Source: an optimization exercise on an open RTL-to-GDS flow (aim: small area). Production flows keep margins and buffers that such runs may drop.
Only simulation tests tie the RTL to the original design; equivalence was not proved.

==> flow/design.v (outline; a module is shown in full before it is edited, if it fits) <==
// module delay_decode: 129 lines
// module dist_square_sum: 417 lines
// module isqrt_steps_0_6: 130 lines
// module isqrt_steps_6_8: 84 lines
// module delay_calc_top: 78 lines
module delay_calc_top (
    input  logic                                 clk,
    input  logic                                 reset,
    input  logic                                 start,
    input  logic signed [delay_pkg::coord_w-1:0] x_elem,
    input  logic signed [delay_pkg::coord_w-1:0] z_elem,
    input  logic signed [delay_pkg::coord_w-1:0] x_focus,
    input  logic signed [delay_pkg::coord_w-1:0] z_focus,
    input  logic        [delay_pkg::elem_w-1:0]  elem,
    output logic        [delay_pkg::delay_w-1:0] delay_out,
    output logic        [delay_pkg::elem_w-1:0]  elem_out,
    output logic                                 done
);
  // ...
==> flow/flow/run.sh <==
#!/bin/bash
# Layout flow: the standard flow (standard.sh) with these changes to how the layout is
# made:
#  - after the standard synthesis, fa_polarity.py re-balances the inverters around the
#    full-adder cells (flips self-dual adders; registers and ports untouched);
#  - the port buffers are sky130_fd_sc_hd__buf_1 cells;
#  - clock tree synthesis adds no dummy loads and uses clkbuf_8 cells;
#  - the buffers ABC inserted are removed at floorplan (repair adds back what timing needs).
# Each tool's output goes to a log file in this folder (ORFS's own logs stay under orfs/logs).
set -euo pipefail
W=$PWD
{
  echo "include $W/config.mk"
  echo "export BUFFER_PORTS_ARGS = -buffer_cell sky130_fd_sc_hd__buf_1"
  echo "export CTS_ARGS = -sink_clustering_enable -repair_clock_nets -dont_use_dummy_load -buf_list sky130_fd_sc_hd__clkbuf_8"
  echo "export REMOVE_ABC_BUFFERS = 1"
} > "$W/own_config.mk"
sed "s#DESIGN_CONFIG=[^ ]*#DESIGN_CONFIG=$W/own_config.mk#" standard.sh > "$W/own_standard.sh"
bash "$W/own_standard.sh" synth > "$W/own_synth.log" 2>&1
R=$(ls -d "$W"/orfs/results/*/delay_calc_top/base)
openroad -python -exit "$W/flow/fa_polarity.py" "$R/1_synth.odb" "$R/1_synth.odb" > "$W/own_fa_polarity.log" 2>&1
bash "$W/own_standard.sh" > "$W/own_flow.log" 2>&1
==> flow/flow/fa_polarity.py <==
"""Re-balance inverters around full-adder cells in a synthesized netlist (OpenROAD odb).

A full adder is self-dual: complementing its three inputs complements both outputs. Each
fa cell may therefore be "flipped" (used on complemented signals) without changing what
the design computes, as long as the signals into and out of it are complemented to match.
This script picks, for each fa cell, whether to flip it so that the number of inverters
needed between signal sources and their loads is smallest, then rewires: it removes the
inverters it models and adds one inverter per source net whose loads need the complement.
Registers, ports and all other cells are left as they are.

Usage: openroad -python -exit fa_polarity.py IN.odb OUT.odb
"""
import sys, random
import odb

src_path, dst_path = sys.argv[1], sys.argv[2]
db = odb.dbDatabase.create()
db = odb.read_db(db, src_path)
block = db.getChip().getBlock()

def mname(inst):
    return inst.getMaster().getName()

def is_fa(inst):
    return mname(inst).startswith('sky130_fd_sc_hd__fa_')

def is_inv(inst):
    return mname(inst).startswith('sky130_fd_sc_hd__inv_')

def sig_iterms(net):
    return [it for it in net.getITerms() if it.isInputSignal() or it.isOutputSignal()]

def driver(net):
    for it in net.getITerms():
        if it.isOutputSignal():
            return it
    return None

def inv_out_net(inv):
    for it in inv.getITerms():
        if it.isOutputSignal():
            return it.getNet()
    return None

def inv_in_net(inv):
    for it in inv.getITerms():
        if it.isInputSignal():
            return it.getNet()
    return None

insts = list(block.getInsts())
fas = [i for i in insts if is_fa(i)]
fa_id = {i.getName(): k for k, i in enumerate(fas)}
n_inv_before = sum(1 for i in insts if is_inv(i))

# Removable inverters: input net driven by a non-inverter cell or an input port, output
# net has no port and no inverter load.
removable = set()
for inv in insts:
    if not is_inv(inv):
        continue
    a, y = inv_in_net(inv), inv_out_net(inv)
    if a is None or y is None:
        continue
    d = driver(a)
    if d is not None and is_inv(d.getInst()):
        continue
    if len(list(y.getBTerms())) > 0:
        continue
    if any(it.isInputSignal() and is_inv(it.getInst()) for it in y.getITerms()):
        continue
    removable.add(inv.getName())

# Source nets and their loads: (iterm, parity). A load is an input iterm that is not a
# removable inverter.
sources = []      # list of dict(net, drv_fa (index or None), loads=[(iterm, parity)], invs=[inst])
fixed_fa = set()  # fa cells that must not flip (drive a port)
for net in block.getNets():
    if net.getSigType() in ('POWER', 'GROUND'):
        continue
    d = driver(net)
    if d is not None and is_inv(d.getInst()) and d.getInst().getName() in removable:
        continue
    loads, invs = [], []
    has_port_load = any(bt.getIoType() in ('OUTPUT', 'INOUT') for bt in net.getBTerms())
    for it in net.getITerms():
        if not it.isInputSignal():
            continue
        inst = it.getInst()
        if is_inv(inst) and inst.getName() in removable:
            invs.append(inst)
            for it2 in inv_out_net(inst).getITerms():
                if it2.isInputSignal():
                    loads.append((it2, 1))
        else:
            loads.append((it, 0))
    drv_fa = fa_id.get(d.getInst().getName()) if (d is not None and is_fa(d.getInst())) else None
    if has_port_load and drv_fa is not None:
        fixed_fa.add(drv_fa)
    if not invs and not any(is_fa(it.getInst()) for it, _ in loads) and drv_fa is None:
        continue
    sources.append(dict(net=net, drv=drv_fa, loads=loads, invs=invs))

# index: fa -> sources it touches
touch = {k: set() for k in range(len(fas))}
load_fa = []
for si, s in enumerate(sources):
    lf = []
    for it, par in s['loads']:
        inst = it.getInst()
        lf.append(fa_id.get(inst.getName()) if is_fa(inst) else None)
        if is_fa(inst):
            touch[fa_id[inst.getName()]].add(si)
    load_fa.append(lf)
    if s['drv'] is not None:
        touch[s['drv']].add(si)

x = [0] * len(fas)

def cost_src(si):
    s = sources[si]
    xs = x[s['drv']] if s['drv'] is not None else 0
    for (it, par), f in zip(s['loads'], load_fa[si]):
        if par ^ xs ^ (x[f] if f is not None else 0):
            return 1
    return 0

def total():
    return sum(cost_src(si) for si in range(len(sources)))

best = total()
start = best
rng = random.Random(1)
best_x = list(x)
for restart in range(30):
    if restart:
        x = list(best_x)
        for k in rng.sample(range(len(fas)), max(1, len(fas) // 10)):
            if k not in fixed_fa:
                x[k] ^= 1
    cur = total()
    improved = True
    while improved:
        improved = False
        order = list(range(len(fas)))
        rng.shuffle(order)
        for k in order:
            if k in fixed_fa:
                continue
            before = sum(cost_src(si) for si in touch[k])
            x[k] ^= 1
            after = sum(cost_src(si) for si in touch[k])
            if after < before:
                cur += after - before
                improved = True
            else:
                x[k] ^= 1
    if cur < best:
        best, best_x = cur, list(x)
x = best_x

# Rewire.
inv_master = db.findMaster('sky130_fd_sc_hd__inv_1')
count = 0
for si, s in enumerate(sources):
    xs = x[s['drv']] if s['drv'] is not None else 0
    need = [bool(par ^ xs ^ (x[f] if f is not None else 0)) for (it, par), f in zip(s['loads'], load_fa[si])]
    changed = xs or any(x[f] for f in load_fa[si] if f is not None) or s['invs']
    if not changed:
        continue
    for inv in s['invs']:
        y = inv_out_net(inv)
        odb.dbInst_destroy(inv)
    inv_net = None
    if any(need):
        name = 'fapol_n%d' % count
        inv_net = odb.dbNet_create(block, name)
        inst = odb.dbInst_create(block, inv_master, 'fapol_i%d' % count)
        count += 1
        for it in inst.getITerms():
            if it.isInputSignal():
                it.connect(s['net'])
            elif it.isOutputSignal():
                it.connect(inv_net)
    for (it, par), nd in zip(s['loads'], need):
        it.disconnect()
        it.connect(inv_net if nd else s['net'])

# Drop nets left without connections.
for net in list(block.getNets()):
    if len(list(net.getITerms())) == 0 and len(list(net.getBTerms())) == 0:
        odb.dbNet_destroy(net)

n_inv_after = sum(1 for i in block.getInsts() if is_inv(i))
print('fa_polarity: %d fa cells, %d flipped; modelled inverters %d -> %d; all inverters %d -> %d'
      % (len(fas), sum(x), start, best, n_inv_before, n_inv_after))
odb.write_db(db, dst_path)
==> flow/standard.sh <==
#!/bin/bash
# synth_recipe.tcl (not shown) runs the flow's synth.tcl, then flattens the netlist and writes it again
# the make line also repeats each setting of config.mk as NAME=value (left out here)
make -C /OpenROAD-flow-scripts/flow DESIGN_CONFIG=/design/flow/config.mk WORK_HOME=/design/flow/orfs CLKGATE_MAP_FILE= SYNTH_SCRIPT=/design/flow/synth_recipe.tcl "${@:-finish}"
==> flow/config.mk <==
export PLATFORM = sky130hd
export DESIGN_NAME = delay_calc_top
export DESIGN_NICKNAME = delay_calc_top
export VERILOG_FILES = /design/flow/design.v
export SDC_FILE = /design/flow/constraint.sdc
export NUM_CORES = 4
export LEC_CHECK = 0
export CAP_MARGIN = 20
export CORE_MARGIN = 2
export CORE_UTILIZATION = 40
export GPL_TIMING_DRIVEN = 0
export SLEW_MARGIN = 20
==> flow/constraint.sdc <==
create_clock -name core_clock -period 7.5 [get_ports {clk}]
set_input_delay 1.5000 -clock core_clock [delete_from_list [all_inputs] [get_ports {clk}]]
set_output_delay 1.5000 -clock core_clock [all_outputs]
set_load 0.01 [all_outputs]
==> impl_results.md, run 1 <==
- Crit-path slowest cell: fa_1
- WP data required: 7.73 ns
- Hold buffer count at CTS: 0
- Met1 Use GR: 0.178
- Total number of vias: ~4700
- Most common cell after layout, fill and taps aside: inv_1
- Die Ht: ~140 µm
- First-pass GRT wire length: 23300 µm
- Sequential share of cell area: 0.206
- Crit share post-route: 0.971
- Initial antenna violation count: 0
- Most frequent cells in the layout: inv_1 (120), fa_1 (108), buf_1 (88), dfxtp_1 (75), and2_1 (70)
- Busiest grt layer: met2
- Hold EP: p2_tag[1]
- Min Tclk post-route: 7.29 ns
- Worst-case clock buffer depth: 2
- Fillers: 1766
- Routability cong.: between 0.7 and 0.8
- Critical path type: input pin to flop
- Count of plain and timing-repair buffers in the layout: 90
- Outcome: finished clean
- Clock Network Area Fraction: 0.0152
==> run 2, diff against run 1 <==
==> flow/flow/run.sh (replaced) <==
#!/bin/bash
# Layout flow: the standard flow (standard.sh) with these changes to how the layout is
# made:
#  - after the standard synthesis, polarity.py re-balances the inverters around the
#    adder and xor cells (registers and ports untouched);
#  - the port buffers are sky130_fd_sc_hd__buf_1 cells;
#  - clock tree synthesis adds no dummy loads and uses clkbuf_8 cells;
#  - the buffers ABC inserted are removed at floorplan (repair adds back what timing needs).
# Each tool's output goes to a log file in this folder (ORFS's own logs stay under orfs/logs).
set -euo pipefail
W=$PWD
{
  echo "include $W/config.mk"
  echo "export BUFFER_PORTS_ARGS = -buffer_cell sky130_fd_sc_hd__buf_1"
  echo "export CTS_ARGS = -sink_clustering_enable -repair_clock_nets -dont_use_dummy_load -buf_list {sky130_fd_sc_hd__clkbuf_2 sky130_fd_sc_hd__clkbuf_4 sky130_fd_sc_hd__clkbuf_8}"
  echo "export REMOVE_ABC_BUFFERS = 1"
} > "$W/own_config.mk"
sed "s#DESIGN_CONFIG=[^ ]*#DESIGN_CONFIG=$W/own_config.mk#" standard.sh > "$W/own_standard.sh"
bash "$W/own_standard.sh" synth > "$W/own_synth.log" 2>&1
R=$(ls -d "$W"/orfs/results/*/delay_calc_top/base)
openroad -python -exit "$W/flow/polarity.py" "$R/1_synth.odb" "$R/1_synth.odb" > "$W/own_polarity.log" 2>&1
bash "$W/own_standard.sh" > "$W/own_flow.log" 2>&1
==> flow/flow/polarity.py (new file) <==
"""Re-balance inverters around adder and XOR cells in a synthesized netlist (OpenROAD odb).

Without changing what the design computes:
  - a full adder (fa) is self-dual: complementing its three inputs complements both outputs,
    so an fa cell may be used on complemented signals ("flipped");
  - a half adder (ha) whose inputs or outputs should be complemented is rebuilt from an
    xor2/xnor2 cell and a two-input carry cell (nand2, nor2, and2, or2, nand2b, nor2b) that
    take the inputs in the polarity they arrive in and give each output in the chosen one;
  - an xor2/xnor2 cell takes its inputs in any polarity and gives its output in either, by
    choosing between xor2 and xnor2.
The script chooses these polarities to make the inverters and replacement cells smallest in
area (local search), removes the inverters it models and adds one inverter per source net
whose loads need the complement. Registers, ports and all other cells are left as they are.

Usage: openroad -python -exit polarity.py IN.odb OUT.odb
"""
import sys, random
import odb

src_path, dst_path = sys.argv[1], sys.argv[2]
db = odb.dbDatabase.create()
db = odb.read_db(db, src_path)
block = db.getChip().getBlock()
P = 'sky130_fd_sc_hd__'
INV_A = 3.7536
HA_A = 12.512
XOR_A = 8.7584
CARRY = {  # (pa, pb, yc) -> (cell, area, pin map: which physical input goes to which pin)
    (0, 0, 0): ('and2_1', 6.256, ('A', 'B')),
    (0, 0, 1): ('nand2_1', 3.7536, ('A', 'B')),
    (1, 1, 0): ('nor2_1', 3.7536, ('A', 'B')),
    (1, 1, 1): ('or2_1', 6.256, ('A', 'B')),
    (0, 1, 0): ('nor2b_1', 6.256, ('B_N', 'A')),    # a & ~b_phys... see below
    (1, 0, 0): ('nor2b_1', 6.256, ('A', 'B_N')),
    (0, 1, 1): ('nand2b_1', 6.256, ('B', 'A_N')),
    (1, 0, 1): ('nand2b_1', 6.256, ('A_N', 'B')),
}
# Check of the table: physical inputs A' = a ^ pa, B' = b ^ pb; wanted output (a & b) ^ yc.
#  (0,1,0): a & b = A' & ~B' : nor2b(A=B', B_N=A') = ~B' & A'          -> pins (A'->B_N, B'->A)
#  (1,0,0): a & b = ~A' & B' : nor2b(A=A', B_N=B') = ~A' & B'          -> pins (A'->A, B'->B_N)
#  (0,1,1): ~(A' & ~B')      : nand2b(A_N=B', B=A') = ~(~B' & A')      -> pins (A'->B, B'->A_N)
#  (1,0,1): ~(~A' & B')      : nand2b(A_N=A', B=B') = ~(~A' & B')      -> pins (A'->A_N, B'->B)

def mname(inst):
    return inst.getMaster().getName()

def kind(inst):
    n = mname(inst)
    if n.startswith(P + 'fa_'): return 'fa'
    if n.startswith(P + 'ha_'): return 'ha'
    if n in (P + 'xor2_1', P + 'xnor2_1'): return 'xor'
    if n.startswith(P + 'inv_'): return 'inv'
    return 'other'

def out_iterm(inst, name=None):
    for it in inst.getITerms():
        if it.isOutputSignal() and (name is None or it.getMTerm().getName() == name):
            return it
    return None

def in_iterms(inst):
    return [it for it in inst.getITerms() if it.isInputSignal()]

def driver(net):
    for it in net.getITerms():
        if it.isOutputSignal():
            return it
    return None

insts = list(block.getInsts())
n_inv_before = sum(1 for i in insts if kind(i) == 'inv')
area_before = sum(i.getMaster().getWidth() * i.getMaster().getHeight() for i in insts) / 1e6

# Removable inverters.
removable = set()
for inv in insts:
    if kind(inv) != 'inv':
        continue
    a = in_iterms(inv)[0].getNet()
    y = out_iterm(inv).getNet()
    if a is None or y is None:
        continue
    d = driver(a)
    if d is not None and kind(d.getInst()) == 'inv':
        continue
    if len(list(y.getBTerms())) > 0:
        continue
    if any(it.isInputSignal() and kind(it.getInst()) == 'inv' for it in y.getITerms()):
        continue
    removable.add(inv.getName())

# Variables: one per (inst, output pin) of fa (shared by SUM and COUT), ha SUM, ha COUT, xor.
var_of_inst_out = {}     # (inst name, pin) -> var index
var_kind = []            # 'fa' | 'has' | 'hac' | 'xor'
var_inst = []
for inst in insts:
    k = kind(inst)
    if k == 'fa':
        v = len(var_kind); var_kind.append('fa'); var_inst.append(inst)
        var_of_inst_out[(inst.getName(), 'SUM')] = v
        var_of_inst_out[(inst.getName(), 'COUT')] = v
    elif k == 'ha':
        v = len(var_kind); var_kind.append('has'); var_inst.append(inst)
        var_of_inst_out[(inst.getName(), 'SUM')] = v
        v = len(var_kind); var_kind.append('hac'); var_inst.append(inst)
        var_of_inst_out[(inst.getName(), 'COUT')] = v
    elif k == 'xor':
        v = len(var_kind); var_kind.append('xor'); var_inst.append(inst)
        var_of_inst_out[(inst.getName(), out_iterm(inst).getMTerm().getName())] = v
fa_var = {var_inst[v].getName(): v for v in range(len(var_kind)) if var_kind[v] == 'fa'}

# Sources: every signal net not driven by a removable inverter. Loads: (iterm, parity, class)
# class: ('fa', var) needs polarity var; ('abs', None) absorbs (ha / xor input); ('fix', None).
sources = []
fixed = set()
for net in block.getNets():
    if net.getSigType() in ('POWER', 'GROUND'):
        continue
    d = driver(net)
    if d is not None and kind(d.getInst()) == 'inv' and d.getInst().getName() in removable:
        continue
    loads, invs = [], []
    for it in net.getITerms():
        if not it.isInputSignal():
            continue
        inst = it.getInst()
        if kind(inst) == 'inv' and inst.getName() in removable:
            invs.append(inst)
            for it2 in out_iterm(inst).getNet().getITerms():
                if it2.isInputSignal():
                    loads.append((it2, 1))
        else:
            loads.append((it, 0))
    dv = None
    if d is not None:
        dv = var_of_inst_out.get((d.getInst().getName(), d.getMTerm().getName()))
    port_load = any(bt.getIoType() in ('OUTPUT', 'INOUT') for bt in net.getBTerms())
    if port_load and dv is not None:
        fixed.add(dv)
    cls = []
    for it, par in loads:
        k = kind(it.getInst())
        if k == 'fa':
            cls.append(('fa', fa_var[it.getInst().getName()]))
        elif k in ('ha', 'xor'):
            cls.append(('abs', None))
        else:
            cls.append(('fix', None))
    if dv is None and not invs and all(c[0] == 'fix' for c in cls):
        continue
    sources.append(dict(net=net, drv=dv, loads=loads, cls=cls, invs=invs))

# For each ha and xor: its input (source index, parity) by pin.
ha_inputs = {}
xor_inputs = {}
for si, s in enumerate(sources):
    for (it, par), c in zip(s['loads'], s['cls']):
        inst = it.getInst()
        if kind(inst) == 'ha':
            ha_inputs.setdefault(inst.getName(), {})[it.getMTerm().getName()] = (si, par)
        elif kind(inst) == 'xor':
            xor_inputs.setdefault(inst.getName(), {})[it.getMTerm().getName()] = (si, par)
# ha cells with an input that is not modelled keep their cell; their loads then need the
# original polarity like any other cell's.
for si, s in enumerate(sources):
    for k, ((it, par), c) in enumerate(zip(s['loads'], s['cls'])):
        inst = it.getInst()
        if kind(inst) == 'ha' and set(ha_inputs.get(inst.getName(), {})) != {'A', 'B'}:
            s['cls'][k] = ('fix', None)
ha_vars = {var_inst[v].getName(): (v, v + 1) for v in range(len(var_kind)) if var_kind[v] == 'has'}
# ha with an input not modelled (e.g. a constant) are kept as they are.
for name in list(ha_vars):
    if set(ha_inputs.get(name, {})) != {'A', 'B'}:
        vs, vc = ha_vars.pop(name)
        fixed.add(vs); fixed.add(vc)

for v in range(len(var_kind)):
    if var_kind[v] == 'xor' and set(xor_inputs.get(var_inst[v].getName(), {})) != {'A', 'B'}:
        fixed.add(v)

x = [0] * len(var_kind)

def spol(si):
    d = sources[si]['drv']
    return x[d] if d is not None else 0

def cost_src(si):
    s = sources[si]
    p = spol(si)
    for (it, par), c in zip(s['loads'], s['cls']):
        if c[0] == 'fa':
            if par ^ p ^ x[c[1]]:
                return INV_A
        elif c[0] == 'fix':
            if par ^ p:
                return INV_A
    return 0.0

def ha_pat(name):
    vs, vc = ha_vars[name]
    (sa, pa), (sb, pb) = ha_inputs[name]['A'], ha_inputs[name]['B']
    return (spol(sa) ^ pa, spol(sb) ^ pb, x[vs], x[vc])

def cost_ha(name):
    qa, qb, ys, yc = ha_pat(name)
    if (qa, qb, ys, yc) == (0, 0, 0, 0):
        return HA_A
    return XOR_A + CARRY[(qa, qb, yc)][1]

# dependency index
var_srcs = {v: set() for v in range(len(var_kind))}
var_has = {v: set() for v in range(len(var_kind))}
for si, s in enumerate(sources):
    if s['drv'] is not None:
        var_srcs[s['drv']].add(si)
    for c in s['cls']:
        if c[0] == 'fa':
            var_srcs[c[1]].add(si)
for name in ha_vars:
    vs, vc = ha_vars[name]
    var_has[vs].add(name); var_has[vc].add(name)
    for pin in ('A', 'B'):
        si, _ = ha_inputs[name][pin]
        d = sources[si]['drv']
        if d is not None:
            var_has[d].add(name)

def local(v):
    return sum(cost_src(si) for si in var_srcs[v]) + sum(cost_ha(n) for n in var_has[v])

def total():
    return sum(cost_src(si) for si in range(len(sources))) + sum(cost_ha(n) for n in ha_vars)

start = total()
best, best_x = start, list(x)
rng = random.Random(1)
free_vars = [v for v in range(len(var_kind)) if v not in fixed]
for restart in range(40):
    if restart:
        x = list(best_x)
        for v in rng.sample(free_vars, max(1, len(free_vars) // 10)):
            x[v] ^= 1
    improved = True
    while improved:
        improved = False
        order = list(free_vars)
        rng.shuffle(order)
        for v in order:
            b = local(v)
            x[v] ^= 1
            a = local(v)
            if a < b - 1e-9:
                improved = True
            else:
                x[v] ^= 1
    cur = total()
    if cur < best - 1e-9:
        best, best_x = cur, list(x)
x = best_x

# ---- rewrite
def master(n):
    return db.findMaster(P + n)

count = [0]
def new_inst(cell):
    count[0] += 1
    return odb.dbInst_create(block, master(cell), 'pol_i%d' % count[0])

def new_net():
    count[0] += 1
    return odb.dbNet_create(block, 'pol_n%d' % count[0])

# ha decisions need source polarities, which the rewiring below does not change.
ha_plan = {name: ha_pat(name) for name in ha_vars}

for si, s in enumerate(sources):
    p = spol(si)
    need = []
    for (it, par), c in zip(s['loads'], s['cls']):
        if c[0] == 'fa':
            need.append(bool(par ^ p ^ x[c[1]]))
        elif c[0] == 'fix':
            need.append(bool(par ^ p))
        else:
            need.append(False)         # absorbs: connects to the source net
    for inv in s['invs']:
        odb.dbInst_destroy(inv)
    inv_net = None
    if any(need):
        inv_net = new_net()
        inst = new_inst('inv_1')
        for it in inst.getITerms():
            if it.isInputSignal():
                it.connect(s['net'])
            elif it.isOutputSignal():
                it.connect(inv_net)
    for (it, par), nd in zip(s['loads'], need):
        it.disconnect()
        it.connect(inv_net if nd else s['net'])

n_ha_rebuilt = 0
for name, (qa, qb, ys, yc) in ha_plan.items():
    if (qa, qb, ys, yc) == (0, 0, 0, 0):
        continue
    inst = block.findInst(name)
    nets = {it.getMTerm().getName(): it.getNet() for it in inst.getITerms()
            if it.isInputSignal() or it.isOutputSignal()}
    odb.dbInst_destroy(inst)
    n_ha_rebuilt += 1
    # sum: physical out = a ^ b ^ ys, inputs A' = a ^ qa, B' = b ^ qb
    t = qa ^ qb ^ ys
    xs = new_inst('xnor2_1' if t else 'xor2_1')
    for it in xs.getITerms():
        n = it.getMTerm().getName()
        if n == 'A': it.connect(nets['A'])
        elif n == 'B': it.connect(nets['B'])
        elif it.isOutputSignal(): it.connect(nets['SUM'])
    cell, _, pins = CARRY[(qa, qb, yc)]
    cc = new_inst(cell)
    for it in cc.getITerms():
        n = it.getMTerm().getName()
        if n == pins[0]: it.connect(nets['A'])
        elif n == pins[1]: it.connect(nets['B'])
        elif it.isOutputSignal(): it.connect(nets['COUT'])

n_xor_swapped = 0
for v in range(len(var_kind)):
    if var_kind[v] != 'xor':
        continue
    inst = var_inst[v]
    t0 = 1 if mname(inst) == P + 'xnor2_1' else 0
    # input polarities as delivered now, relative to what the cell originally received
    q = 0
    for pin, (si, par) in xor_inputs.get(inst.getName(), {}).items():
        q ^= spol(si) ^ par
    t = t0 ^ x[v] ^ q
    if t != t0:
        nets = {it.getMTerm().getName(): it.getNet() for it in inst.getITerms()
                if it.isInputSignal() or it.isOutputSignal()}
        name = inst.getName()
        odb.dbInst_destroy(inst)
        ni = new_inst('xnor2_1' if t else 'xor2_1')
        for it in ni.getITerms():
            n = it.getMTerm().getName()
            if n in ('A', 'B'): it.connect(nets[n])
            elif it.isOutputSignal(): it.connect(nets['X' if t0 == 0 else 'Y'])
        n_xor_swapped += 1

for net in list(block.getNets()):
    if len(list(net.getITerms())) == 0 and len(list(net.getBTerms())) == 0:
        odb.dbNet_destroy(net)

insts = list(block.getInsts())
area_after = sum(i.getMaster().getWidth() * i.getMaster().getHeight() for i in insts) / 1e6
print('polarity: modelled cost %.1f -> %.1f um2; inverters %d -> %d; ha rebuilt %d; xor swapped %d; '
      'cell area %.1f -> %.1f um2' % (start, best, n_inv_before,
      sum(1 for i in insts if kind(i) == 'inv'), n_ha_rebuilt, n_xor_swapped, area_before, area_after))
odb.write_db(db, dst_path)
removed: flow/flow/fa_polarity.py
==> run 2 against run 1 <==
Against the previous run:
- critical endpoint unchanged
- first-iteration DRC count decreased by 6.9%
- routed wire length decreased by 0.36%
- design area decreased by 1.9%
- final cell count decreased by 2.7%
- clock skew decreased by 0.0081 ns
- fmax decreased by 0.81%
- core utilization decreased by 0.42 points
- synthesized area decreased by 2.2%
==> impl_results.md, run 2 <==
- Outcome: finished clean (unchanged)
- Largest Register: p2_t (unchanged)
- Post-DRT Antenna Nets: 0 (unchanged)
- Max-cap violations: 0 (unchanged)
- Yosys warnings: 1 (unchanged)
- Hold EP: p2_tag[5] (was p2_tag[1])
- H-tree depth: 3 (unchanged)
- CP Max Fanout: 2 (unchanged)
- Mean Syn Cell Area: 10.6 µm² (was 10.4 µm²)
- Ant diodes: 0 (unchanged)
- WL per Instance: 13.4 µm (was 13.1 µm)
- Worst Tran Pin Value: 0.562 ns (was 0.576 ns)
- DRT Wirelength: 13200 µm (about the same)
- FF-to-FF End: p2_sat (unchanged)
- WP data required: 7.73 ns (about the same)
- Most common cell after layout, fill and taps aside: fa_1 (was inv_1)
- Slew HR: 0.625 (was 0.613)
- Startpoint Class: input pin (unchanged)
- Initial DRT Pass Iterations: 4 (unchanged)
- Min Tclk post-route: 7.35 ns (was 7.29 ns)
- Synthesized area: 7230 µm² (was 7390 µm²)
- CP max stage delay: 0.42 ns (was 0.41 ns)
- Overflow after GRT: 0 (unchanged)
- Most frequent cells in the layout: fa_1 (111), buf_1 (88), dfxtp_1 (76), inv_1 (75), and2_1 (70) (was inv_1 (120), fa_1 (108), buf_1 (88), dfxtp_1 (75), and2_1 (70))
- Data arrival time of the critical path: 7.57 ns (was 7.52 ns)
- IO Count: 90 (unchanged)
- Hold crit path type: flop to flop (unchanged)
- CTS tree: yes (unchanged)
- Max Slew Vio Count: 0 (unchanged)
- Fin area: 7980 µm² (was 8130 µm²)
- Area growth syn-to-layout: 10.3% (was 10.1%)
- DRT iter0 DRCs: 121 (was 130)
- Share of cells above drive strength 1: 0.0837 (was 0.0859)
- Critical path type: input pin to flop (unchanged)
- Vias in the first global route: 4942 (was 5083)
- Reg2reg setup slack: 0.26 ns (was 0.34 ns)
- Routability cong.: 0.783 (was 0.792)
- Cells after DPL: 973 (was 1000)
- Worst hold path depth: 0 (unchanged)
- Drt drc: 0 (unchanged)
- Clk Latency, worst-skew pair: 0.36 ns (was 0.37 ns)
- Final #Nets: 979 (was 1026)
- # setup viols final: 0 (unchanged)
- Hold slack final: 0.312 ns (was 0.309 ns)
- DIE AREA: 19200 µm² (was 19600 µm²)
- Initial Util: 0.405 (was 0.410)
- Chip width: 138 µm (was 140 µm)
- Share of the core filled with cells: 0.447 (was 0.451)
- Final Hold Fails: 0 (unchanged)
- Post-Place Setup Slack: -0.869 ns (was -0.916 ns)
- Final worst setup slack: 0.154 ns (was 0.214 ns)
- Initial antenna violation count: 0 (unchanged)
- Cell Chain, Critical Path: buf_1 > nand2b_1 > fa_2 > fa_2 > fa_2 > fa_2 > fa_2 > fa_2 > fa_2 > fa_2 > fa_2 > fa_1 > fa_2 > fa_2 > fa_2 > fa_1 > inv_1 > fa_1 > nor4_1 > o21ai_1 (was buf_1 > inv_1 > ha_1 > inv_1 > fa_1 > fa_2 > fa_2 > fa_2 > fa_2 > fa_2 > fa_2 > fa_2 > fa_2 > fa_2 > fa_2 > fa_2 > fa_2 > fa_2 > inv_2 > fa_1 > o31ai_2 > o21ai_1)
- CP endpoint kind: flop (unchanged)
- GRT Util Overall: 0.146 (was 0.148)
- First-pass GRT wire length: 23000 µm (was 23300 µm)
- CP dominant cell by count: fa_2 (unchanged)
- Max reg flops: 16 (unchanged)
- Port Buf Inserts: 89 (unchanged)
- CTS buffer count: 9 (unchanged)
- Clock Sinks: 83 (unchanged)
- Synth Instances: 684 (was 711)
- Core ar.: 17800 µm² (was 18000 µm²)
- Largest net degree at the start of global routing: 30 (unchanged)
- Worst Skew: 0.0230 ns (was 0.0310 ns)
- Min-delay src: p1_tag[5] (was p1_tag[1])
- DR vias/cell: 4.66 (was 4.62)
- Die Ht: 138 µm (was 140 µm)
- CTS clk-pin slew, worst paths: 0.09 ns (was 0.10 ns)
- Delay-heaviest family, CP: adder cells (unchanged)
- Rows: 49 (unchanged)
- Crit share post-route: 0.979 (was 0.971)
- Crit-path slowest cell: fa_1 (unchanged)
- Root buffer cell: clkbuf_8 (unchanged)
- Final HPWL DP: 10500 µm (was 10600 µm)
- Worst r2r path cells: 20 (unchanged)
- Layout Cells excl Fill: 982 (was 1009)
- Total number of vias: 4574 (was 4660)
- Worst-case clock buffer depth: 2 (unchanged)
- Fmax: 0.136 GHz (was 0.137 GHz)
- Biggest regs: p2_t (16), p1_dx (11), p1_dz (11) (unchanged)
- Fin Setup TNS: 0 ns (unchanged)
- Area after DPL: 7750 µm² (was 7910 µm²)
- CP bufs+invs: 2 (was 4)
- RR Startpoint: p1_dx[2] (unchanged)
- Post-CTS setup buffer count: 0 (unchanged)
run 2: changes by cell type in the layout (fill, tap and decap cells not counted), moves of 2 or more:
| cell | before | now |
|---|---|---|
| dfxtp_2 | 7 | 4 |
| fa_1 | 108 | 111 |
| ha_1 | 34 | 14 |
| nor2_1 | 38 | 50 |
| dfxtp_4 | 1 | 3 |
| nand2b_1 | 6 | 9 |
| or2_1 | 1 | 4 |
| nor2b_1 | 11 | 13 |
| fa_2 | 28 | 25 |
| inv_1 | 120 | 75 |
| xor2_1 | 14 | 29 |
| xnor2_1 | 30 | 33 |
run 2: worst register-to-register path: stages (launching register included):
cell and delay (ns):
dfxtp_4 0.40, and2_1 0.21, ha_1 0.31, xor2_2 0.17, fa_1 0.48, fa_1 0.43
fa_1 0.40, fa_1 0.39, fa_1 0.39, fa_1 0.40, fa_1 0.41, fa_2 0.36
fa_1 0.39, fa_1 0.40, fa_2 0.37, or2_1 0.25, a311o_1 0.29, o311ai_1 0.15
nand3_1 0.20, o211a_1 0.24, or4_1 0.49
run 2: metal layers:
layer,part of all wire,track usage,vias to the layer above,wire length (µm)
met5,0,0,-,0
met4,0.011,0.0338,0,140
met3,0.040,0.0312,14,526
met2,0.49,0.254,100,6480
met1,0.46,0.187,2235,6020
li1,-,-,2225,-
run 2: what timing repair did:
action / 4_1_cts / 5_1_grt
pin swaps: 3 / 4
endpoints found under the setup margin: 2 / 3
resized for setup: 19 / 20
hold buffers: 0 / 0
run 2: area by class of cell:
class | count | area, µm²
Clock buffer | 9 | 124
Fill cell | 1728 | 9860
Inverter | 75 | 282
Multi-Input combinational cell | 496 | 5250
Sequential cell | 83 | 1680
Tap cell | 229 | 287
Timing Repair Buffer | 90 | 355
run 2: how the worst max path moves through the flow:
| stage | cells after the start | end | start |
|---|---|---|---|
| 6_report | 20 | p1_sat | z_focus[0] |
| 3_5_place_dp | 20 | p1_sat | x_focus[0] |
| 4_1_cts | 20 | p1_sat | z_focus[0] |
| 3_3_place_gp | 20 | p1_sat | x_focus[0] |
| 5_1_grt | 20 | p1_sat | z_focus[0] |
| 2_1_floorplan | 19 | p1_sat | z_focus[0] |
==> run 3, diff against run 2 <==
--- a/flow/flow/run.sh
+++ b/flow/flow/run.sh
@@ -12,7 +12,7 @@
 {
   echo "include $W/config.mk"
   echo "export BUFFER_PORTS_ARGS = -buffer_cell sky130_fd_sc_hd__buf_1"
-  echo "export CTS_ARGS = -sink_clustering_enable -repair_clock_nets -dont_use_dummy_load -buf_list {sky130_fd_sc_hd__clkbuf_2 sky130_fd_sc_hd__clkbuf_4 sky130_fd_sc_hd__clkbuf_8}"
+  echo "export CTS_ARGS = -sink_clustering_enable -repair_clock_nets -dont_use_dummy_load -buf_list sky130_fd_sc_hd__clkbuf_8"
   echo "export REMOVE_ABC_BUFFERS = 1"
 } > "$W/own_config.mk"
 sed "s#DESIGN_CONFIG=[^ ]*#DESIGN_CONFIG=$W/own_config.mk#" standard.sh > "$W/own_standard.sh"
==> run 3 against run 2 <==
Against the previous run:
- still clean on timing, DRC and antenna
- non-clock buffer count stayed put
- synthesized area stayed put
- flip-flop and latch count stayed put
- die area stayed put
- register-to-register slack hardly changed
- global-route usage stayed put
- design area stayed put
- clock skew stayed put
- core utilization stayed put
- setup slack stayed put
- critical path type unchanged
- highest routed layer unchanged
==> impl_results.md, run 3 <==
- WL per Instance: 13.4 µm (unchanged)
- Clk Latency, worst-skew pair: 0.36 ns (about the same)
- CP endpoint kind: flop (unchanged)
- Final worst setup slack: 0.154 ns (unchanged)
- Min Tclk post-route: 7.35 ns (unchanged)
- Vias in the first global route: 4942 (unchanged)
- Outcome: finished clean (unchanged)
- Hold slack final: 0.312 ns (unchanged)
- WP data required: 7.73 ns (about the same)
- Fmax: 0.136 GHz (unchanged)
- Fillers: 1728 (unchanged)
- DRT Wirelength: 13200 µm (unchanged)
- Reg2reg setup slack: 0.26 ns (about the same)
- Biggest regs: p2_t (16), p1_dx (11), p1_dz (11) (unchanged)
- Worst Skew: 0.0230 ns (unchanged)
- CTS clk-pin slew, worst paths: 0.09 ns (about the same)
- DRT iter0 DRCs: 121 (unchanged)
- Clock Sinks: 83 (unchanged)
- Routability cong.: 0.783 (unchanged)
- Die Ht: 138 µm (unchanged)
- Synth Instances: 684 (unchanged)
- Data arrival time of the critical path: 7.57 ns (about the same)
- CP Max Fanout: 2 (unchanged)
- Startpoint Class: input pin (unchanged)
- Slew HR: 0.625 (unchanged)
- Drt drc: 0 (unchanged)
- Core ar.: 17800 µm² (unchanged)
- Yosys warnings: 1 (unchanged)
- Ant diodes: 0 (unchanged)
- Worst Tran Pin Value: 0.562 ns (unchanged)
- Initial DRT Pass Iterations: 4 (unchanged)
- Final HPWL DP: 10500 µm (unchanged)
- Area growth syn-to-layout: 10.3% (unchanged)
- Critical path type: input pin to flop (unchanged)
- Rows: 49 (unchanged)
- DR vias/cell: 4.66 (unchanged)
- Share of cells above drive strength 1: 0.0837 (unchanged)
- Layout Cells excl Fill: 982 (unchanged)
- Final Hold Fails: 0 (unchanged)
- First-pass GRT wire length: 23000 µm (unchanged)
- Largest Register: p2_t (unchanged)
- Cells after DPL: 973 (unchanged)
- Hold buffer count at CTS: 0 (unchanged)
- Most common cell after layout, fill and taps aside: fa_1 (unchanged)
- Post-Place Setup Slack: -0.869 ns (unchanged)
- Max-cap violations: 0 (unchanged)
- H-tree depth: 3 (unchanged)
- Root buffer cell: clkbuf_8 (unchanged)
- Crit share post-route: 0.979 (unchanged)
- Largest net degree at the start of global routing: 30 (unchanged)
- Total number of vias: 4574 (unchanged)
- Final #Nets: 979 (unchanged)
- Post-DRT Antenna Nets: 0 (unchanged)
- Most frequent cells in the layout: fa_1 (111), buf_1 (88), dfxtp_1 (76), inv_1 (75), and2_1 (70) (unchanged)
- Fin area: 7980 µm² (unchanged)
- Max Slew Vio Count: 0 (unchanged)
- Port Buf Inserts: 89 (unchanged)
- IO Count: 90 (unchanged)
- Initial antenna violation count: 0 (unchanged)
- Mean Syn Cell Area: 10.6 µm² (unchanged)
- Worst-case clock buffer depth: 2 (unchanged)
- Max reg flops: 16 (unchanged)
- Initial Util: 0.405 (unchanged)
- CTS buffer count: 9 (unchanged)
- Overflow after GRT: 0 (unchanged)
- Synthesized area: 7230 µm² (unchanged)
- CTS tree: yes (unchanged)
- # setup viols final: 0 (unchanged)
- Hold crit path type: flop to flop (unchanged)
- Chip width: 138 µm (unchanged)
- Area after DPL: 7750 µm² (unchanged)
- DIE AREA: 19200 µm² (unchanged)
- GRT Util Overall: 0.146 (unchanged)
## run 3: final timing paths
path / from / to / cells after the start
setup / recovery: z_focus[0] / p1_sat / 20
hold / removal: p1_tag[5] / p2_tag[5] / 0
setup reg to reg: p1_dx[2] / p2_sat / 20
hold reg to reg: p1_tag[5] / p2_tag[5] / 0
## run 3: routing by layer
metal | GRT usage | part of all wire | wire, µm
met5 | 0 | 0 | 0
met4 | 0.0338 | 0.011 | 140
met3 | 0.0312 | 0.040 | 526
met2 | 0.254 | 0.49 | 6480
met1 | 0.187 | 0.46 | 6020
## run 3: final cells by class
class                           count  area, µm²  share of cell area
Multi-Input combinational cell    496       5250               0.658
Clock buffer                        9        124              0.0155
Tap cell                          229        287              0.0359
Timing Repair Buffer               90        355              0.0445
Sequential cell                    83       1680               0.210
Inverter                           75        282              0.0353
## run 3: repair_timing
| action | in CTS | in global routing |
|---|---|---|
| hold endpoints to repair | 0 | 0 |
| buffers inserted | 0 | 0 |
| resized for setup | 19 | 20 |
| setup endpoints to repair | 2 | 3 |
| pin swaps | 3 | 4 |
## run 3: critical path, cell delays in order
cell	delay, ns
buf_1	0.09
nand2b_1	0.16
fa_2	0.34
fa_2	0.35
fa_2	0.36
fa_2	0.34
fa_2	0.35
fa_2	0.35
fa_2	0.35
fa_2	0.36
fa_2	0.35
fa_1	0.38
fa_2	0.35
fa_2	0.35
fa_2	0.34
fa_1	0.36
inv_1	0.08
fa_1	0.42
nor4_1	0.28
o21ai_1	0.09
## run 3: metrics by stage
step | TNS [ns] | util
floorplan | -0.343 | -
global placement | -0.817 | 0.433
detailed placement | -0.890 | 0.434
CTS | -0.00227 | 0.444
global route | -0.0220 | 0.447
finish | 0 | 0.447
==> run 4, diff against run 3 <==
--- a/flow/flow/run.sh
+++ b/flow/flow/run.sh
@@ -2,7 +2,7 @@
 # Layout flow: the standard flow (standard.sh) with these changes to how the layout is
 # made:
 #  - after the standard synthesis, polarity.py re-balances the inverters around the
-#    adder and xor cells (registers and ports untouched);
+#    adder, xor and other complementable cells (registers and ports untouched);
 #  - the port buffers are sky130_fd_sc_hd__buf_1 cells;
 #  - clock tree synthesis adds no dummy loads and uses clkbuf_8 cells;
 #  - the buffers ABC inserted are removed at floorplan (repair adds back what timing needs).
--- a/flow/flow/polarity.py
+++ b/flow/flow/polarity.py
@@ -41,6 +41,22 @@
 #  (0,1,1): ~(A' & ~B')      : nand2b(A_N=B', B=A') = ~(~B' & A')      -> pins (A'->B, B'->A_N)
 #  (1,0,1): ~(~A' & B')      : nand2b(A_N=A', B=B') = ~(~A' & B')      -> pins (A'->A_N, B'->B)
 
+# Cells whose output may be complemented by swapping to another cell with the same inputs.
+PAIRS = [('and2_1', 'nand2_1'), ('or2_1', 'nor2_1'), ('and3_1', 'nand3_1'), ('or3_1', 'nor3_1'),
+         ('and4_1', 'nand4_1'), ('or4_1', 'nor4_1'), ('a21o_1', 'a21oi_1'), ('o21a_1', 'o21ai_0'),
+         ('a22o_1', 'a22oi_1'), ('o22a_1', 'o22ai_1'), ('a211o_1', 'a211oi_1'), ('o211a_1', 'o211ai_1'),
+         ('a31o_1', 'a31oi_1'), ('o31a_1', 'o31ai_1'), ('a32o_1', 'a32oi_1'), ('o32a_1', 'o32ai_1'),
+         ('a41o_1', 'a41oi_1'), ('o41a_1', 'o41ai_1'), ('a221o_1', 'a221oi_1'), ('o221a_1', 'o221ai_1'),
+         ('a311o_1', 'a311oi_1'), ('o311a_1', 'o311ai_0'), ('a2111o_1', 'a2111oi_0'),
+         ('o2111a_1', 'o2111ai_1'), ('and2b_1', 'nand2b_1'), ('or2b_1', 'nor2b_1'),
+         ('and3b_1', 'nand3b_1'), ('or3b_1', 'nor3b_1'), ('mux2_1', 'mux2i_1'),
+         ('a21bo_1', 'a21boi_0'), ('o21ba_1', 'o21bai_1'), ('a2bb2o_1', 'a2bb2oi_1'),
+         ('o2bb2a_1', 'o2bb2ai_1'), ('buf_1', 'inv_1')]
+COMP = {}
+for a_, b_ in PAIRS:
+    COMP[P + a_] = P + b_
+    COMP[P + b_] = P + a_
+
 def mname(inst):
     return inst.getMaster().getName()
 
@@ -50,6 +66,7 @@
     if n.startswith(P + 'ha_'): return 'ha'
     if n in (P + 'xor2_1', P + 'xnor2_1'): return 'xor'
     if n.startswith(P + 'inv_'): return 'inv'
+    if n in COMP and db.findMaster(COMP[n]) is not None: return 'gate'
     return 'other'
 
 def out_iterm(inst, name=None):
@@ -107,6 +124,18 @@
     elif k == 'xor':
         v = len(var_kind); var_kind.append('xor'); var_inst.append(inst)
         var_of_inst_out[(inst.getName(), out_iterm(inst).getMTerm().getName())] = v
+    elif k == 'gate':
+        v = len(var_kind); var_kind.append('gate'); var_inst.append(inst)
+        var_of_inst_out[(inst.getName(), out_iterm(inst).getMTerm().getName())] = v
+
+def marea(name):
+    m = db.findMaster(name)
+    return m.getWidth() * m.getHeight() / 1e6
+gate_delta = {}
+for v in range(len(var_kind)):
+    if var_kind[v] == 'gate':
+        n = mname(var_inst[v])
+        gate_delta[v] = marea(COMP[n]) - marea(n)
 fa_var = {var_inst[v].getName(): v for v in range(len(var_kind)) if var_kind[v] == 'fa'}
 
 # Sources: every signal net not driven by a removable inverter. Loads: (iterm, parity, class)
@@ -225,11 +254,61 @@
         if d is not None:
             var_has[d].add(name)
 
+def cost_var(v):
+    return gate_delta[v] if (x[v] and v in gate_delta) else 0.0
+
 def local(v):
-    return sum(cost_src(si) for si in var_srcs[v]) + sum(cost_ha(n) for n in var_has[v])
+    return (sum(cost_src(si) for si in var_srcs[v]) + sum(cost_ha(n) for n in var_has[v])
+            + cost_var(v))
+
+def local_set(vs):
+    srcs, has = set(), set()
+    for v in vs:
+        srcs |= var_srcs[v]; has |= var_has[v]
+    return (sum(cost_src(si) for si in srcs) + sum(cost_ha(n) for n in has)
+            + sum(cost_var(v) for v in vs))
 
 def total():
-    return sum(cost_src(si) for si in range(len(sources))) + sum(cost_ha(n) for n in ha_vars)
+    return (sum(cost_src(si) for si in range(len(sources))) + sum(cost_ha(n) for n in ha_vars)
+            + sum(cost_var(v) for v in range(len(var_kind))))
+
+groups = []
+drv_var_of_net = {}
+for si, src in enumerate(sources):
+    if src['drv'] is not None:
+        drv_var_of_net[si] = src['drv']
+load_count = {}
+for si, src in enumerate(sources):
+    if src['drv'] is not None:
+        load_count[src['drv']] = load_count.get(src['drv'], 0) + len(src['loads'])
+for v in range(len(var_kind)):
+    if var_kind[v] != 'fa':
+        continue
+    g = {v}
+    inst = var_inst[v]
+    for si, src in enumerate(sources):
+        pass
+    groups.append(g)
+fa_in_src = {v: set() for v in range(len(var_kind)) if var_kind[v] == 'fa'}
+for si, src in enumerate(sources):
+    for c in src['cls']:
+        if c[0] == 'fa':
+            fa_in_src[c[1]].add(si)
+groups = []
+for v, srcs in fa_in_src.items():
+    g = {v}
+    for si in srcs:
+        d = sources[si]['drv']
+        if d is not None and var_kind[d] in ('gate', 'xor', 'has', 'hac', 'fa'):
+            g.add(d)
+    groups.append(sorted(g))
+# sinks too: fa plus the fa cells it feeds
+for si, src in enumerate(sources):
+    d = src['drv']
+    if d is not None and var_kind[d] == 'fa':
+        g = {d} | {c[1] for c in src['cls'] if c[0] == 'fa'}
+        if len(g) > 1:
+            groups.append(sorted(g))
 
 start = total()
 best, best_x = start, list(x)
@@ -253,6 +332,19 @@
                 improved = True
             else:
                 x[v] ^= 1
+        gorder = list(range(len(groups)))
+        rng.shuffle(gorder)
+        for gi in gorder:
+            g = [v for v in groups[gi] if v not in fixed]
+            if len(g) < 2:
+                continue
+            b = local_set(g)
+            for v in g: x[v] ^= 1
+            a = local_set(g)
+            if a < b - 1e-9:
+                improved = True
+            else:
+                for v in g: x[v] ^= 1
     cur = total()
     if cur < best - 1e-9:
         best, best_x = cur, list(x)
@@ -347,6 +439,27 @@
             elif it.isOutputSignal(): it.connect(nets['X' if t0 == 0 else 'Y'])
         n_xor_swapped += 1
 
+n_gate_swapped = 0
+for v in range(len(var_kind)):
+    if var_kind[v] != 'gate' or not x[v]:
+        continue
+    inst = var_inst[v]
+    nets = {it.getMTerm().getName(): it.getNet() for it in inst.getITerms()
+            if it.isInputSignal() or it.isOutputSignal()}
+    outpin = out_iterm(inst).getMTerm().getName()
+    newm = COMP[mname(inst)]
+    odb.dbInst_destroy(inst)
+    count[0] += 1
+    ni = odb.dbInst_create(block, db.findMaster(newm), 'pol_i%d' % count[0])
+    for it in ni.getITerms():
+        n = it.getMTerm().getName()
+        if it.isOutputSignal():
+            it.connect(nets[outpin])
+        elif it.isInputSignal():
+            it.connect(nets[n])
+    n_gate_swapped += 1
+print('gates complemented: %d' % n_gate_swapped)
+
 for net in list(block.getNets()):
     if len(list(net.getITerms())) == 0 and len(list(net.getBTerms())) == 0:
         odb.dbNet_destroy(net)
==> run 4 against run 3 <==
Against the previous run:
- register-to-register slack about the same
- synthesized area decreased by 1.3%
- critical endpoint unchanged
- critical path type unchanged
- final cell count decreased by 0.81%
- clock skew increased by 0.011 ns
- sequential share of layout area increased by 0.31 points
- first-iteration DRC count increased by 34%
- critical path depth unchanged
- fmax increased by 0.36%
==> impl_results.md, run 4 <==
- Overflow after GRT: 0 (unchanged)
- Cell Chain, Critical Path: buf_1 > nand2b_1 > fa_2 > fa_2 > fa_2 > fa_2 > fa_2 > fa_2 > fa_2 > fa_2 > fa_2 > fa_2 > fa_2 > fa_2 > fa_2 > fa_1 > inv_1 > fa_1 > o31ai_2 > o21ai_1 (was buf_1 > nand2b_1 > fa_2 > fa_2 > fa_2 > fa_2 > fa_2 > fa_2 > fa_2 > fa_2 > fa_2 > fa_1 > fa_2 > fa_2 > fa_2 > fa_1 > inv_1 > fa_1 > nor4_1 > o21ai_1)
- Largest net degree at the start of global routing: 30 (unchanged)
- DIE AREA: 18900 µm² (was 19200 µm²)
- Initial Util: 0.411 (was 0.405)
- Delay-heaviest family, CP: adder cells (unchanged)
- Yosys warnings: 1 (unchanged)
- WL per Instance: 13.8 µm (was 13.4 µm)
- Worst Tran Pin Value: 0.564 ns (was 0.562 ns)
- # setup viols final: 0 (unchanged)
- Largest Register: p2_t (unchanged)
- Hold crit path type: flop to flop (unchanged)
- First-pass GRT wire length: 23200 µm (was 23000 µm)
- DRT iter0 DRCs: 162 (was 121)
- Metal-1 WL: 5510 µm (was 6020 µm)
- Worst Skew: 0.0343 ns (was 0.0230 ns)
- CTS clk-pin slew, worst paths: 0.10 ns (was 0.09 ns)
- Worst r2r path cells: 19 (was 20)
- Initial DRT Pass Iterations: 4 (unchanged)
- Chip width: 138 µm (about the same)
- Slew HR: 0.621 (was 0.625)
- Final Hold Fails: 0 (unchanged)
- Unrepaired setup endpoints after global routing: no
- Ant diodes: 0 (unchanged)
- Max reg flops: 16 (unchanged)
- Startpoint Class: input pin (unchanged)
- Drt drc: 0 (unchanged)
- Root buffer cell: clkbuf_8 (unchanged)
- Max Slew Vio Count: 0 (unchanged)
- IO Count: 90 (unchanged)
- Post-CTS setup buffer count: 0 (unchanged)
- Clock Sinks: 83 (unchanged)
- WP data required: 7.74 ns (was 7.73 ns)
- Port Buf Inserts: 89 (unchanged)
- Most frequent cells in the layout: fa_1 (113), buf_1 (88), dfxtp_1 (75), nand2_1 (68), inv_1 (60) (was fa_1 (111), buf_1 (88), dfxtp_1 (76), inv_1 (75), and2_1 (70))
- Hold buffer count at CTS: 0 (unchanged)
- Worst hold path depth: 0 (unchanged)
- CP Depth: 20 (unchanged)
- Total number of vias: 4654 (was 4574)
- Core ar.: 17400 µm² (was 17800 µm²)
- CP max stage delay: 0.44 ns (was 0.42 ns)
- GRT Util Overall: 0.159 (was 0.146)
- Metal3 WL: 796 µm (was 526 µm)
- Final #Nets: 965 (was 979)
- Mean Syn Cell Area: 10.5 µm² (was 10.6 µm²)
- CP endpoint kind: flop (unchanged)
- DR vias/cell: 4.78 (was 4.66)
- Fmax: 0.137 GHz (was 0.136 GHz)
- Met2 Routed Length: 7040 µm (was 6480 µm)
- Most common cell after layout, fill and taps aside: fa_1 (unchanged)
- Hold slack final: 0.304 ns (was 0.312 ns)
- CTS buffer count: 9 (unchanged)
- Post-DRT Antenna Nets: 0 (unchanged)
- DRT Wirelength: 13500 µm (was 13200 µm)
- Synth Instances: 680 (was 684)
- Final HPWL DP: 10900 µm (was 10500 µm)
- Data arrival time of the critical path: 7.56 ns (was 7.57 ns)
- Area after DPL: 7660 µm² (was 7750 µm²)
- Critical path type: input pin to flop (unchanged)
- Max-cap violations: 0 (unchanged)
- Routability cong.: 0.810 (was 0.783)
- CTS tree: yes (unchanged)
- Worst-case clock buffer depth: 2 (unchanged)
- Clk Latency, worst-skew pair: 0.38 ns (was 0.36 ns)
- Min Tclk post-route: 7.32 ns (was 7.35 ns)
- H-tree depth: 3 (unchanged)
- CP Max Fanout: 2 (unchanged)
- CP dominant cell by count: fa_2 (unchanged)
- Fin Setup TNS: 0 ns (unchanged)
- Fin area: 7870 µm² (was 7980 µm²)
- Crit-path slowest cell: fa_1 (unchanged)
- Area growth syn-to-layout: 10.3% (about the same)
- Die Ht: 138 µm (about the same)
- Crit share post-route: 0.976 (was 0.979)
- Outcome: finished clean (unchanged)
- CP bufs+invs: 2 (unchanged)
- Share of cells above drive strength 1: 0.0801 (was 0.0837)
- Vias in the first global route: 5064 (was 4942)
- Highest routed metal layer: met4 (unchanged)
- Rows: 48 (was 49)
- Synthesized area: 7130 µm² (was 7230 µm²)
- Biggest regs: p2_t (16), p1_dx (11), p1_dz (11) (unchanged)
- Initial antenna violation count: 0 (unchanged)
==> run 4: changes by cell type in the layout (fill, tap and decap cells not counted), moves of 3 or more <==
cell     change
ha_1        -10
nand2_1     +21
inv_1       -15
xnor2_1      -3
and2_1      -21
xor2_1      +16
nor2_1       +9
==> run 4: what timing repair did <==
| item | CTS | global route |
|---|---|---|
| endpoints found under the setup margin | 2 | 2 |
| resized for setup | 20 | 16 |
| cloned | 0 | 0 |
| pin swaps | 4 | 5 |
==> run 4: layer usage <==
layer,vias to the layer above,global-route usage
met4,0,0.0395
met5,-,0
met1,2287,0.180
met2,131,0.298
li1,2225,-
met3,11,0.0368
==> run 4: path summary, 6_finish.rpt <==
kind                                 start   endpoint  slack [ns]
worst min register to register   p1_tag[1]  p2_tag[1]        0.30
worst max register to register    p1_dz[2]     p2_sat        0.27
worst min-delay path             p1_tag[1]  p2_tag[1]        0.30
worst max-delay path            x_focus[0]     p1_sat        0.18
==> run 4: through the flow <==
| stage | setup WS, ns | utilization | instances |
|---|---|---|---|
| after floorplan | -0.343 | - | 650 |
| after detailed placement | -0.842 | 0.441 | 965 |
| after global routing | 0.00399 | 0.453 | 974 |
| final | 0.181 | 0.453 | 974 |
| after global placement | -0.777 | 0.439 | 964 |
| after CTS | 0.00854 | 0.451 | 974 |
==> run 4: cell type report <==
type                       instances  area, µm²
fill                            1628       9490
multi-input combinational        507       5190
sequential                        83       1680
timing repair buffer              90        363
tap                              225        282
inverter                          60        225
clock buffer                       9        124
==> run 4: worst register-to-register path: stages, from the launching register on <==
cell and delay, ns:
dfxtp_1 0.68, nand2_1 0.17, xor2_1 0.20, fa_1 0.46
fa_1 0.42, fa_1 0.40, fa_1 0.40, fa_1 0.39
fa_1 0.39, fa_1 0.40, fa_1 0.41, fa_1 0.39
fa_1 0.38, fa_1 0.42, or2_1 0.26, a311o_1 0.29
o311ai_1 0.13, nand3_1 0.18, o211a_1 0.23, or4_1 0.48
==> run 5, diff against run 4 <==
--- a/flow/flow/polarity.py
+++ b/flow/flow/polarity.py
@@ -350,6 +350,40 @@
         best, best_x = cur, list(x)
 x = best_x
 
+# Simulated annealing from the best point, over single and group moves.
+moves = [[v] for v in free_vars] + [[v for v in g if v not in fixed] for g in groups]
+moves = [m for m in moves if m]
+cur = total()
+T0, T1, steps = 6.0, 0.02, 1500000
+import math
+for step in range(steps):
+    T = T0 * (T1 / T0) ** (step / steps)
+    mv = moves[rng.randrange(len(moves))]
+    b = local_set(mv)
+    for v in mv: x[v] ^= 1
+    a = local_set(mv)
+    d = a - b
+    if d <= 0 or rng.random() < math.exp(-d / T):
+        cur += d
+        if cur < best - 1e-9:
+            best, best_x = cur, list(x)
+    else:
+        for v in mv: x[v] ^= 1
+x = list(best_x)
+# final greedy polish
+improved = True
+while improved:
+    improved = False
+    for mv in moves:
+        b = local_set(mv)
+        for v in mv: x[v] ^= 1
+        a = local_set(mv)
+        if a < b - 1e-9:
+            improved = True
+        else:
+            for v in mv: x[v] ^= 1
+best = total()
+
 # ---- rewrite
 def master(n):
     return db.findMaster(P + n)
==> run 5 against run 4 <==
Against the previous run:
- still clean
- synthesized area down 0.56%
- setup slack worse by 0.088 ns
- flip-flop and latch count unchanged
- critical path depth unchanged
- non-clock buffer count unchanged
- register-to-register slack better by 0.19 ns
- critical endpoint unchanged
==> impl_results.md, run 5 <==
- Yosys warnings: 1 (unchanged)
- Hold slack final: 0.308 ns (was 0.304 ns)
- H-tree depth: 3 (unchanged)
- Worst Tran Pin Value: 0.586 ns (was 0.564 ns)
- Max Slew Vio Count: 0 (unchanged)
- Initial DRT Pass Iterations: 4 (unchanged)
- CTS tree: yes (unchanged)
- Clk Latency, worst-skew pair: 0.38 ns (about the same)
- Hold buffer count at CTS: 0 (unchanged)
- Post-DRT Antenna Nets: 0 (unchanged)
- Unrepaired setup endpoints after global routing: yes (was no)
- Vias in the first global route: 4946 (was 5064)
- Layout Cells excl Fill: 980 (was 974)
- Startpoint Class: input pin (unchanged)
- CP endpoint kind: flop (unchanged)
- Fmax: 0.135 GHz (was 0.137 GHz)
- Min Tclk post-route: 7.41 ns (was 7.32 ns)
- IO Count: 90 (unchanged)
- Final worst setup slack: 0.0929 ns (was 0.181 ns)
- Final #Nets: 970 (was 965)
- Largest net degree at the start of global routing: 30 (unchanged)
- First-pass GRT wire length: 22600 µm (was 23200 µm)
- Critical path type: input pin to flop (unchanged)
- # setup viols final: 0 (unchanged)
- Routability cong.: 0.813 (was 0.810)
- Synth Instances: 686 (was 680)
- Root buffer cell: clkbuf_8 (unchanged)
- WL per Instance: 13.0 µm (was 13.8 µm)
- CTS buffer count: 9 (unchanged)
- Max reg flops: 16 (unchanged)
- Worst r2r path cells: 22 (was 19)
- Drt drc: 0 (unchanged)
- Ant diodes: 0 (unchanged)
- Slew HR: 0.609 (was 0.621)
- Post-CTS setup buffer count: 0 (unchanged)
- Worst hold path depth: 0 (unchanged)
- Rows: 48 (unchanged)
- Total number of vias: 4596 (was 4654)
- Chip width: 137 µm (was 138 µm)
- Core ar.: 17300 µm² (was 17400 µm²)
- Final Hold Fails: 0 (unchanged)
- DR vias/cell: 4.69 (was 4.78)
- DRT iter0 DRCs: 153 (was 162)
- Crit share post-route: 0.988 (was 0.976)
- Initial antenna violation count: 0 (unchanged)
- DRT Wirelength: 12700 µm (was 13500 µm)
- Post-Place Setup Slack: -0.824 ns (was -0.842 ns)
- Die Ht: 137 µm (was 138 µm)
- Most common cell after layout, fill and taps aside: fa_1 (unchanged)
- Worst Skew: 0.0384 ns (was 0.0343 ns)
- Clock Sinks: 83 (unchanged)
- Area growth syn-to-layout: 9.81% (was 10.3%)
- CP Max Fanout: 2 (unchanged)
- Data arrival time of the critical path: 7.66 ns (was 7.56 ns)
- Outcome: finished clean (unchanged)
- Largest Register: p2_t (unchanged)
- Hold crit path type: flop to flop (unchanged)
- GRT Util Overall: 0.155 (was 0.159)
- Most frequent cells in the layout: fa_1 (116), nand2_1 (96), buf_1 (88), dfxtp_1 (81), inv_1 (65) (was fa_1 (113), buf_1 (88), dfxtp_1 (75), nand2_1 (68), inv_1 (60))
- Worst-case clock buffer depth: 2 (unchanged)
- Share of cells above drive strength 1: 0.0662 (was 0.0801)
- Initial Util: 0.410 (was 0.411)
- Cells after DPL: 971 (was 965)
- CTS clk-pin slew, worst paths: 0.10 ns (about the same)
- Max-cap violations: 0 (unchanged)
- Biggest regs: p2_t (16), p1_dx (11), p1_dz (11) (unchanged)
- Port Buf Inserts: 89 (unchanged)
- WP data required: 7.75 ns (was 7.74 ns)
- Final HPWL DP: 10300 µm (was 10900 µm)
- Synthesized area: 7090 µm² (was 7130 µm²)
- DIE AREA: 18800 µm² (was 18900 µm²)
- Mean Syn Cell Area: 10.3 µm² (was 10.5 µm²)
- Overflow after GRT: 0 (unchanged)
==> run 5: changes by cell type in the layout (fill, tap and decap cells not counted), moves of 3 or more <==
cell	previous run	this run
fa_1	113	116
or2_1	5	9
and2_1	49	22
nor2_1	59	54
fa_2	23	20
xor2_1	45	38
nand2_1	68	96
dfxtp_4	3	0
xnor2_1	30	38
dfxtp_1	75	81
inv_1	60	65
dfxtp_2	5	2
==> run 5: final cells by class <==
cell class / instances / area [µm²]
Clock buffer: 9 / 124
Fill cell: 1654 / 9510
Inverter: 65 / 244
Multi-Input combinational cell: 508 / 5120
Sequential cell: 83 / 1660
Tap cell: 225 / 282
Timing Repair Buffer: 90 / 355
==> run 5: repair_timing <==
| action | in CTS | in global routing |
|---|---|---|
| pin swaps | 3 | 4 |
| resized for setup | 16 | 7 |
| gates cloned | 0 | 0 |
| endpoints found under the setup margin | 1 | 2 |
==> run 5: worst paths after layout <==
| path | end | slack, ns | start |
|---|---|---|---|
| max | p1_sat | 0.09 | z_focus[0] |
| min | p2_tag[0] | 0.31 | p1_tag[0] |
| max reg2reg | p2_sat | 0.46 | p1_dx[5] |
| min reg2reg | p2_tag[0] | 0.31 | p1_tag[0] |
==> run 5: metal layers <==
layer | track usage | up-vias | share of wire
met2 | 0.276 | 103 | 0.50
met3 | 0.0239 | 21 | 0.039
met4 | 0.0619 | 0 | 0.024
li1 | - | 2233 | -
met1 | 0.187 | 2239 | 0.44
met5 | 0 | - | 0
==> run 5: stage by stage <==
| step | util | TNS [ns] | area (µm²) |
|---|---|---|---|
| floorplan | - | -0.343 | 6970 |
| global placement | 0.439 | -0.787 | 7590 |
| detailed placement | 0.440 | -0.824 | 7610 |
| CTS | 0.450 | 0 | 7780 |
| global route | 0.450 | -0.0910 | 7790 |
| finish | 0.450 | 0 | 7790 |
==> run 5: worst max-delay path, stage by stage <==
cell and delay (ns):
buf_1 0.09, nand2b_1 0.16, fa_2 0.35, fa_2 0.35, fa_2 0.35, fa_2 0.40
fa_2 0.35, fa_1 0.39, fa_2 0.35, fa_2 0.36, fa_2 0.37, fa_2 0.35
fa_1 0.38, fa_2 0.35, fa_2 0.35, fa_1 0.36, inv_1 0.08, fa_1 0.42
nor4_1 0.27, o21ai_1 0.08

## static timing again, ports no longer ideal
The results above use ideal ports. As a check the final layouts listed here were re-extracted and re-timed, cells and wires unchanged. Step 1 (the two cells are an assumption about what drives the block):
set clk [get_ports {clk}]
set_driving_cell -lib_cell sky130_fd_sc_hd__clkbuf_16 $clk
set_driving_cell -lib_cell sky130_fd_sc_hd__buf_2 [delete_from_list [all_inputs] $clk]
Step 2 moves the port delays by t, midway between the first and last clock arrival at a register: inputs arrive t later, outputs are due t later. That takes back most of the time a late clock gives input paths. Three values: ideal, step 1, step 2; two values: the first two.
run	t, ns	slack for setup (ns)	latest minus earliest clock arrival (ns)	worst register clock-pin slew, ns
run 1	0.394	0.214 / 0.225 / -0.169	0.033 / 0.032	0.10 / 0.10
run 2	0.386	0.154 / 0.168 / -0.218	0.023 / 0.024	0.09 / 0.09
run 3	0.386	0.154 / 0.168 / -0.218	0.023 / 0.024	0.09 / 0.09
run 4	0.396	0.181 / 0.191 / -0.205	0.035 / 0.035	0.10 / 0.10
run 5	0.400	0.093 / 0.109 / -0.291	0.039 / 0.039	0.10 / 0.10
Met with ideal ports but missed after step 2: setup timing in every run listed. The setup slack of run 4, which loses most, moves by +0.010 ns with the drivers and by -0.386 ns with both steps.
